What follows belongs to an exercise in optimizing a design on an open flow for small area; a production flow would make more cautious choices. Only simulation tests tie the RTL to the original design; equivalence was not proved. No activity file was given, so power comes from the tool's default toggle rates.

## reg_file
module reg_file #(
  parameter int DATA_WIDTH = 64,
  parameter int ADDR_WIDTH = 5,
  parameter int ZERO_REG   = 31
) (
  input  logic                  clk,
  input  logic                  rst_n,
  input  logic [ADDR_WIDTH-1:0] read_reg1,
  input  logic [ADDR_WIDTH-1:0] read_reg2,
  input  logic [ADDR_WIDTH-1:0] write_reg,
  input  logic [DATA_WIDTH-1:0] write_data,
  input  logic                  reg_write,
  output logic [DATA_WIDTH-1:0] read_data1,
  output logic [DATA_WIDTH-1:0] read_data2
);
For scale: ~2000 flip-flops, roughly 210 I/O pins.
clock: 10.0 ns
lec_check: 0
cap_margin: 20
core_area: 4 4 636 336
die_area: 0 0 640 340
slew_margin: 20
synth_hierarchical: 1
standard.sh (not shown) runs the stock make flow with config.mk's settings and CLKGATE_MAP_FILE= SYNTH_SCRIPT=/design/flow/synth_recipe.tcl, a recipe that flattens the netlist after the stock synthesis.
==> flow/flow/run.sh <==
#!/bin/bash
# Layout flow: the standard ORFS flow (standard.sh) with these changes:
#  - the register array is pre-placed as a regular grid (grid_place.tcl)
#    before global placement and released before detailed placement
#    (grid_release.tcl);
#  - the read selector's gates that synthesis upsized are downsized after
#    floorplan (post_floorplan.tcl);
#  - port buffers are the smallest buffer;
#  - the clock tree uses larger sink clusters and no dummy loads.
# Each tool's output goes to a log file in this folder.
here=$(pwd)
export BUFFER_PORTS_ARGS="-buffer_cell sky130_fd_sc_hd__buf_1"
export CTS_ARGS="-sink_clustering_enable -repair_clock_nets -sink_clustering_size 27 -sink_clustering_max_diameter 100 -buf_list sky130_fd_sc_hd__clkbuf_16 -dont_use_dummy_load"
export POST_FLOORPLAN_TCL=$here/flow/post_floorplan.tcl
export PRE_GLOBAL_PLACE_SKIP_IO_TCL=$here/flow/grid_place.tcl
export POST_GLOBAL_PLACE_TCL=$here/flow/grid_release.tcl
bash standard.sh > flow_standard.log 2>&1
==> flow/flow/grid_place.tcl <==
# Pre-places the register array as a regular grid before global placement:
# one row per data bit; along the row, groups of three registers' flip-flops
# followed by the two read ports' AND-OR-invert gates that select among them,
# with the gates that combine those outputs next to their inputs. The select
# and write-enable nets then run straight across the rows. The grid cells are
# held (FIRM) while the global placer places everything else around them;
# grid_release.tcl lets detailed placement legalize them later.
set block [ord::get_db_block]
set rows [$block getRows]
set nrows [llength $rows]
set nbits 64
set first_row [expr {($nrows - $nbits) / 2}]

proc plain {name} { return [string map {"\\" ""} $name] }
proc driver {net} {
  foreach it [$net getITerms] {
    if {[$it isOutputSignal]} { return [$it getInst] }
  }
  return ""
}
proc input_drivers {inst} {
  set d {}
  foreach it [$inst getITerms] {
    if {[$it isInputSignal] && [$it getNet] != "NULL"} {
      set x [driver [$it getNet]]
      if {$x != ""} { lappend d $x }
    }
  }
  return $d
}
proc width {inst} { return [[$inst getMaster] getWidth] }

# Flip-flops by register and bit.
array set ff {}
foreach inst [$block getInsts] {
  if {[regexp {^regs\[(\d+)\]\[(\d+)\]} [plain [$inst getName]] -> k b]} {
    set ff($k,$b) $inst
  }
}
# Read-port gates by bit, port and group, found by their output nets, and the
# final OR of each read port bit.
array set aoi {}
array set group {}
array set orgate {}
foreach net [$block getNets] {
  set n [plain [$net getName]]
  if {[regexp {^g_bit\[(\d+)\]\.u_rd(\d)\.g_aoi\[(\d+)\]\.u_aoi\.y$} $n -> b p g]} {
  } elseif {[regexp {^g_bit\[(\d+)\]\.u_rd(\d)\.t\[10\]$} $n -> b p]} {
    set g 10
  } elseif {[regexp {^g_bit\[(\d+)\]\.u_rd(\d)\.u_or\.y$} $n -> b p]} {
    set orgate($b,$p) [driver $net]
    continue
  } else {
    continue
  }
  set aoi($b,$p,$g) [driver $net]
  set group([$aoi($b,$p,$g) getName]) $g
}
puts "grid: [array size ff] flip-flops, [array size aoi] read gates, [array size orgate] output gates"

set placed 0
for {set b 0} {$b < $nbits} {incr b} {
  # Blocks along the row: groups 0-9 hold registers 3g..3g+2, group 10 holds
  # register 30 and the bypass.
  for {set g 0} {$g <= 10} {incr g} {
    set blk($g) {}
    for {set k [expr {3 * $g}]} {$k < [expr {min(3 * $g + 3, 31)}]} {incr k} {
      lappend blk($g) $ff($k,$b)
    }
    lappend blk($g) $aoi($b,1,$g) $aoi($b,2,$g)
  }
  # Each gate that combines AND-OR-invert outputs goes after the middle
  # group it reads; the final OR goes in the middle of the row.
  foreach p {1 2} {
    set og $orgate($b,$p)
    foreach c [input_drivers $og] {
      set gs {}
      foreach a [input_drivers $c] {
        if {[info exists group([$a getName])]} { lappend gs $group([$a getName]) }
      }
      if {[llength $gs] == 0} { continue }
      set gs [lsort -integer $gs]
      set g [lindex $gs [expr {([llength $gs] - 1) / 2}]]
      lappend blk($g) $c
    }
    lappend blk(5) $og
  }
  set row [lindex $rows [expr {$first_row + $b}]]
  set rb [$row getBBox]
  set y [$rb yMin]
  set orient [$row getOrient]
  set site [[$row getSite] getWidth]
  set total 0
  for {set g 0} {$g <= 10} {incr g} { foreach c $blk($g) { incr total [width $c] } }
  # A margin at each end of the row leaves room for the port buffers.
  set margin [expr {20 * [$block getDbUnitsPerMicron]}]
  set avail [expr {[$rb xMax] - [$rb xMin] - 2 * $margin}]
  set gap [expr {($avail - $total) / 11}]
  set x [expr {[$rb xMin] + $margin + $gap / 2}]
  for {set g 0} {$g <= 10} {incr g} {
    foreach c $blk($g) {
      set xs [expr {[$rb xMin] + (($x - [$rb xMin]) / $site) * $site}]
      $c setOrient $orient
      $c setLocation $xs $y
      $c setPlacementStatus FIRM
      incr x [width $c]
      incr placed
    }
    incr x $gap
  }
}
puts "grid: placed $placed cells in rows $first_row..[expr {$first_row + $nbits - 1}]"
Other scripts of this flow, unchanged in this note and not shown: flow/flow/grid_release.tcl, flow/flow/post_floorplan.tcl
The first run ended with an error in global routing (5_1_grt).
Change:
--- a/flow/flow/grid_place.tcl
+++ b/flow/flow/grid_place.tcl
@@ -73 +73 @@
-  # group it reads; the final OR goes in the middle of the row.
+  # group it reads; the final OR goes with its middle input.
@@ -75,0 +76 @@
+    set at {}
@@ -84,0 +86 @@
+      lappend at $g
@@ -86 +88,2 @@
-    lappend blk(5) $og
+    set at [lsort -integer $at]
+    lappend blk([lindex $at [expr {([llength $at] - 1) / 2}]]) $og
@@ -95,3 +98 @@
-  # A margin at each end of the row leaves room for the port buffers.
-  set margin [expr {20 * [$block getDbUnitsPerMicron]}]
-  set avail [expr {[$rb xMax] - [$rb xMin] - 2 * $margin}]
+  set avail [expr {[$rb xMax] - [$rb xMin]}]
@@ -99 +100 @@
-  set x [expr {[$rb xMin] + $margin + $gap / 2}]
+  set x [expr {[$rb xMin] + $gap / 2}]
Settings changed: CORE_AREA 4 4 636 336 to 4 4 568 278, DIE_AREA 0 0 640 340 to 0 0 572 282.
What happened: The new run did not get past global routing (5_1_grt) (GRT-0116); area after synthesis stays the same; synthesized cell count stays the same.

---

## run 1
The RTL this note starts from:
==> flow/design.v <==
module rf_aoi222 (
  input  logic a0, b0, a1, b1, a2, b2,
  output logic y
);
  assign y = ~((a0 & b0) | (a1 & b1) | (a2 & b2));
endmodule
module rf_aoi22 (
  input  logic a0, b0, a1, b1,
  output logic y
);
  assign y = ~((a0 & b0) | (a1 & b1));
endmodule
module rf_nand11 (
  input  logic [10:0] a,
  output logic        y
);
  assign y = ~&a;
endmodule
module rf_rdbit (
  input  logic [31:0] sel,
  input  logic [31:0] d,
  output logic        y
);
  logic [10:0] t;
  for (genvar g = 0; g < 10; g++) begin : g_aoi
    rf_aoi222 u_aoi (
      .a0(sel[3*g]),   .b0(d[3*g]),
      .a1(sel[3*g+1]), .b1(d[3*g+1]),
      .a2(sel[3*g+2]), .b2(d[3*g+2]),
      .y(t[g])
    );
  end
  rf_aoi22 u_aoi_last (
    .a0(sel[30]), .b0(d[30]),
    .a1(sel[31]), .b1(d[31]),
    .y(t[10])
  );
  rf_nand11 u_or (.a(t), .y(y));
endmodule
module reg_file #(
  parameter int DATA_WIDTH = 64,
  parameter int ADDR_WIDTH = 5,
  parameter int ZERO_REG   = 31
) (
  input  logic                  clk,
  input  logic                  rst_n,
  input  logic [ADDR_WIDTH-1:0] read_reg1,
  input  logic [ADDR_WIDTH-1:0] read_reg2,
  input  logic [ADDR_WIDTH-1:0] write_reg,
  input  logic [DATA_WIDTH-1:0] write_data,
  input  logic                  reg_write,
  output logic [DATA_WIDTH-1:0] read_data1,
  output logic [DATA_WIDTH-1:0] read_data2
);
  localparam int NUM_REGS = 32;
  logic [DATA_WIDTH-1:0] regs [NUM_REGS-1];
  logic [NUM_REGS-2:0]   written;
  logic write_live;
  assign write_live = reg_write && rst_n;
  logic [NUM_REGS-2:0] wen;
  logic [NUM_REGS-1:0] sel1, sel2;
  logic                byp1, byp2;
  for (genvar k = 0; k < NUM_REGS - 1; k++) begin : g_dec
    localparam logic [ADDR_WIDTH-1:0] NUM = ADDR_WIDTH'((k < ZERO_REG) ? k : k + 1);
    assign wen[k]  = write_live && (write_reg == NUM);
    assign sel1[k] = rst_n && (read_reg1 == NUM) && written[k] && !byp1;
    assign sel2[k] = rst_n && (read_reg2 == NUM) && written[k] && !byp2;
  end
  assign byp1 = write_live && (write_reg == read_reg1) && (read_reg1 != ADDR_WIDTH'(ZERO_REG));
  assign byp2 = write_live && (write_reg == read_reg2) && (read_reg2 != ADDR_WIDTH'(ZERO_REG));
  assign sel1[NUM_REGS-1] = byp1;
  assign sel2[NUM_REGS-1] = byp2;
  always_ff @(posedge clk or negedge rst_n) begin
    if (!rst_n) begin
      written <= '0;
    end else begin
      written <= written | wen;
    end
  end
  always_ff @(posedge clk) begin
    for (int k = 0; k < NUM_REGS - 1; k++) begin
      if (wen[k]) begin
        regs[k] <= write_data;
      end
    end
  end
  for (genvar b = 0; b < DATA_WIDTH; b++) begin : g_bit
    logic [NUM_REGS-1:0] d;
    for (genvar k = 0; k < NUM_REGS - 1; k++) begin : g_k
      assign d[k] = regs[k][b];
    end
    assign d[NUM_REGS-1] = write_data[b];
    rf_rdbit u_rd1 (.sel(sel1), .d(d), .y(read_data1[b]));
    rf_rdbit u_rd2 (.sel(sel2), .d(d), .y(read_data2[b]));
  end
endmodule
Settings: LEC_CHECK=0, CAP_MARGIN=5, CORE_MARGIN=2, CORE_UTILIZATION=40, GPL_TIMING_DRIVEN=0, PLACE_DENSITY=0.75, SLEW_MARGIN=5, SYNTH_HIERARCHICAL=1; clock period 10.0 ns.
==> flow/flow/run.sh <==
#!/bin/bash
# Layout flow: the standard ORFS flow, with smaller port buffers, a clock
# tree with larger sink clusters and the read selector's gates downsized
# after floorplan. Each tool's output goes to a log file in this folder.
here=$(pwd)
export BUFFER_PORTS_ARGS="-buffer_cell sky130_fd_sc_hd__buf_1"
export CTS_ARGS="-sink_clustering_enable -repair_clock_nets -sink_clustering_size 27 -sink_clustering_max_diameter 100 -buf_list sky130_fd_sc_hd__clkbuf_16 -dont_use_dummy_load"
export POST_FLOORPLAN_TCL=$here/flow/post_floorplan.tcl
bash standard.sh > flow_standard.log 2>&1
==> flow/flow/post_floorplan.tcl <==
# After floorplan: return the read selector's AND-OR-invert gates that
# synthesis upsized to the smallest drive strength; each drives one gate input.
set n 0
foreach inst [get_cells *] {
  if { [get_property $inst ref_name] == "sky130_fd_sc_hd__a22oi_2" } {
    replace_cell $inst sky130_fd_sc_hd__a22oi_1
    incr n
  }
}
puts "Downsized $n a22oi_2 cells to a22oi_1"
Run 1 | stages: all done | timing, DRC, antenna: all pass
> inputs changed (run 1 -> run 2)
Settings: swapping 5 for 20 in CAP_MARGIN; clearing PLACE_DENSITY, which used to be 0.75; clearing GPL_TIMING_DRIVEN, which used to be 0; putting CTS_BUF_LIST at sky130_fd_sc_hd__clkbuf_8 where nothing was set; swapping 5 for 20 in SLEW_MARGIN; swapping 40 for 60 in CORE_UTILIZATION; putting CTS_CLUSTER_SIZE at 20 where nothing was set.
==> flow/run.sh (new file) <==
#!/bin/bash
# synth_recipe.tcl (not shown) runs the flow's synth.tcl, then flattens the netlist and writes it again
# the make line also repeats each setting of config.mk as NAME=value (left out here)
make -C /OpenROAD-flow-scripts/flow DESIGN_CONFIG=/design/flow/config.mk WORK_HOME=/design/flow/orfs CLKGATE_MAP_FILE= SYNTH_SCRIPT=/design/flow/synth_recipe.tcl finish
removed: flow/flow/run.sh
removed: flow/flow/post_floorplan.tcl
removed: flow/standard.sh
Results
Compared with run 1, in run 2 amount of wire on met2 after detailed routing grew by 3300 um, overall routed net length grew by about 4%, final instance area grew by 650 sq um, sequential share of layout area shrank by 0.47 points, number of standard cells in the final layout excluding fillers shrank by 502. In summary, run 2 completed successfully, with a layout that passed the timing, DRC and antenna checks. Per the comparison of run 2 with run 1, total design power has increased; fmax now sits higher; die area shows a reduction of 33%; standard cell core area fell by 33%. Measured against run 1, the routability-driven placement congestion ratio of run 2 comes out at 1.05 times the reference value.
Modified inputs, run 3 compared to run 2
Settings: PLACE_DENSITY newly set to 0.75; CORE_UTILIZATION changed from 60 to 40; CTS_BUF_LIST removed (was sky130_fd_sc_hd__clkbuf_8); CTS_CLUSTER_SIZE removed (was 20).
==> flow/flow/run.sh (new file) <==
#!/bin/bash
# Layout flow: the standard ORFS flow, with smaller port buffers, a clock
# tree with larger sink clusters and the read selector's gates downsized
# after floorplan. Each tool's output goes to a log file in this folder.
here=$(pwd)
export BUFFER_PORTS_ARGS="-buffer_cell sky130_fd_sc_hd__buf_1"
export CTS_ARGS="-sink_clustering_enable -repair_clock_nets -sink_clustering_size 27 -sink_clustering_max_diameter 100 -buf_list sky130_fd_sc_hd__clkbuf_16 -dont_use_dummy_load"
export POST_FLOORPLAN_TCL=$here/flow/post_floorplan.tcl
bash standard.sh > flow_standard.log 2>&1
==> flow/flow/post_floorplan.tcl (new file) <==
# After floorplan: return the read selector's AND-OR-invert gates that
# synthesis upsized to the smallest drive strength; each drives one gate input.
set n 0
foreach inst [get_cells *] {
  if { [get_property $inst ref_name] == "sky130_fd_sc_hd__a22oi_2" } {
    replace_cell $inst sky130_fd_sc_hd__a22oi_1
    incr n
  }
}
puts "Downsized $n a22oi_2 cells to a22oi_1"
==> flow/standard.sh (new file) <==
#!/bin/bash
# synth_recipe.tcl (not shown) runs the flow's synth.tcl, then flattens the netlist and writes it again
# the make line also repeats each setting of config.mk as NAME=value (left out here)
make -C /OpenROAD-flow-scripts/flow DESIGN_CONFIG=/design/flow/config.mk WORK_HOME=/design/flow/orfs CLKGATE_MAP_FILE= SYNTH_SCRIPT=/design/flow/synth_recipe.tcl "${@:-finish}"
removed: flow/run.sh
### Flow results
Where setup slack is concerned, run 2 is outperformed by run 3.
Comparing run 2 and run 3, fraction of area in multi-input gates is lower on run 2.
The average wire length per cell after detail routing reported for run 3 is smaller than that of run 2 by 11%.
The run showing the greater sequential share of layout area is run 3.
Relative to run 2, clock transition at the registers of the reported paths has increased by 0.06 ns in run 3.
The wire length reported by the detailed router in run 3 sits about 6% below the value recorded for run 2.
Compared with run 2, area taken by multi-input logic gates in run 3 decreased by a few percent.
Against run 2 as the reference, run 3 delivers a higher cell row count.
Going from run 2 to run 3, final area shows a reduction of 4700 sq um, tap cell count shows an increase of 885.

[static timing again, ports no longer ideal]
The results above use ideal ports. As a check the final layouts listed here were re-extracted and re-timed, cells and wires unchanged.
Step 1: set_driving_cell puts a clkbuf_16 on clk and a buf_2 on each other input, an assumption about the parent block.
Step 2 adds t to the input delays and takes it off the output delays; t is the mean of the earliest and latest rising clock arrival at the registers after step 1. Input paths then give back, and output paths get back, about the clock's delay inside the block.
a / b / c = no drivers / after step 1 / after step 2; a / b = the first two.
run	t, ns	setup slack, ns	worst setup path at the end	worst register clock-pin slew, ns
run 1	0.820	0.733 / 0.699 / 0.699	input to output	0.11 / 0.11
run 2	1.101	1.059 / 1.036 / 1.036	input to output	0.07 / 0.07
run 3	0.819	1.457 / 1.435 / 1.435	input to output	0.11 / 0.11
After both steps every run listed still meets setup and hold. The setup slack of run 1, which loses most, moves by -0.034 ns with the drivers and by -0.034 ns with both steps.
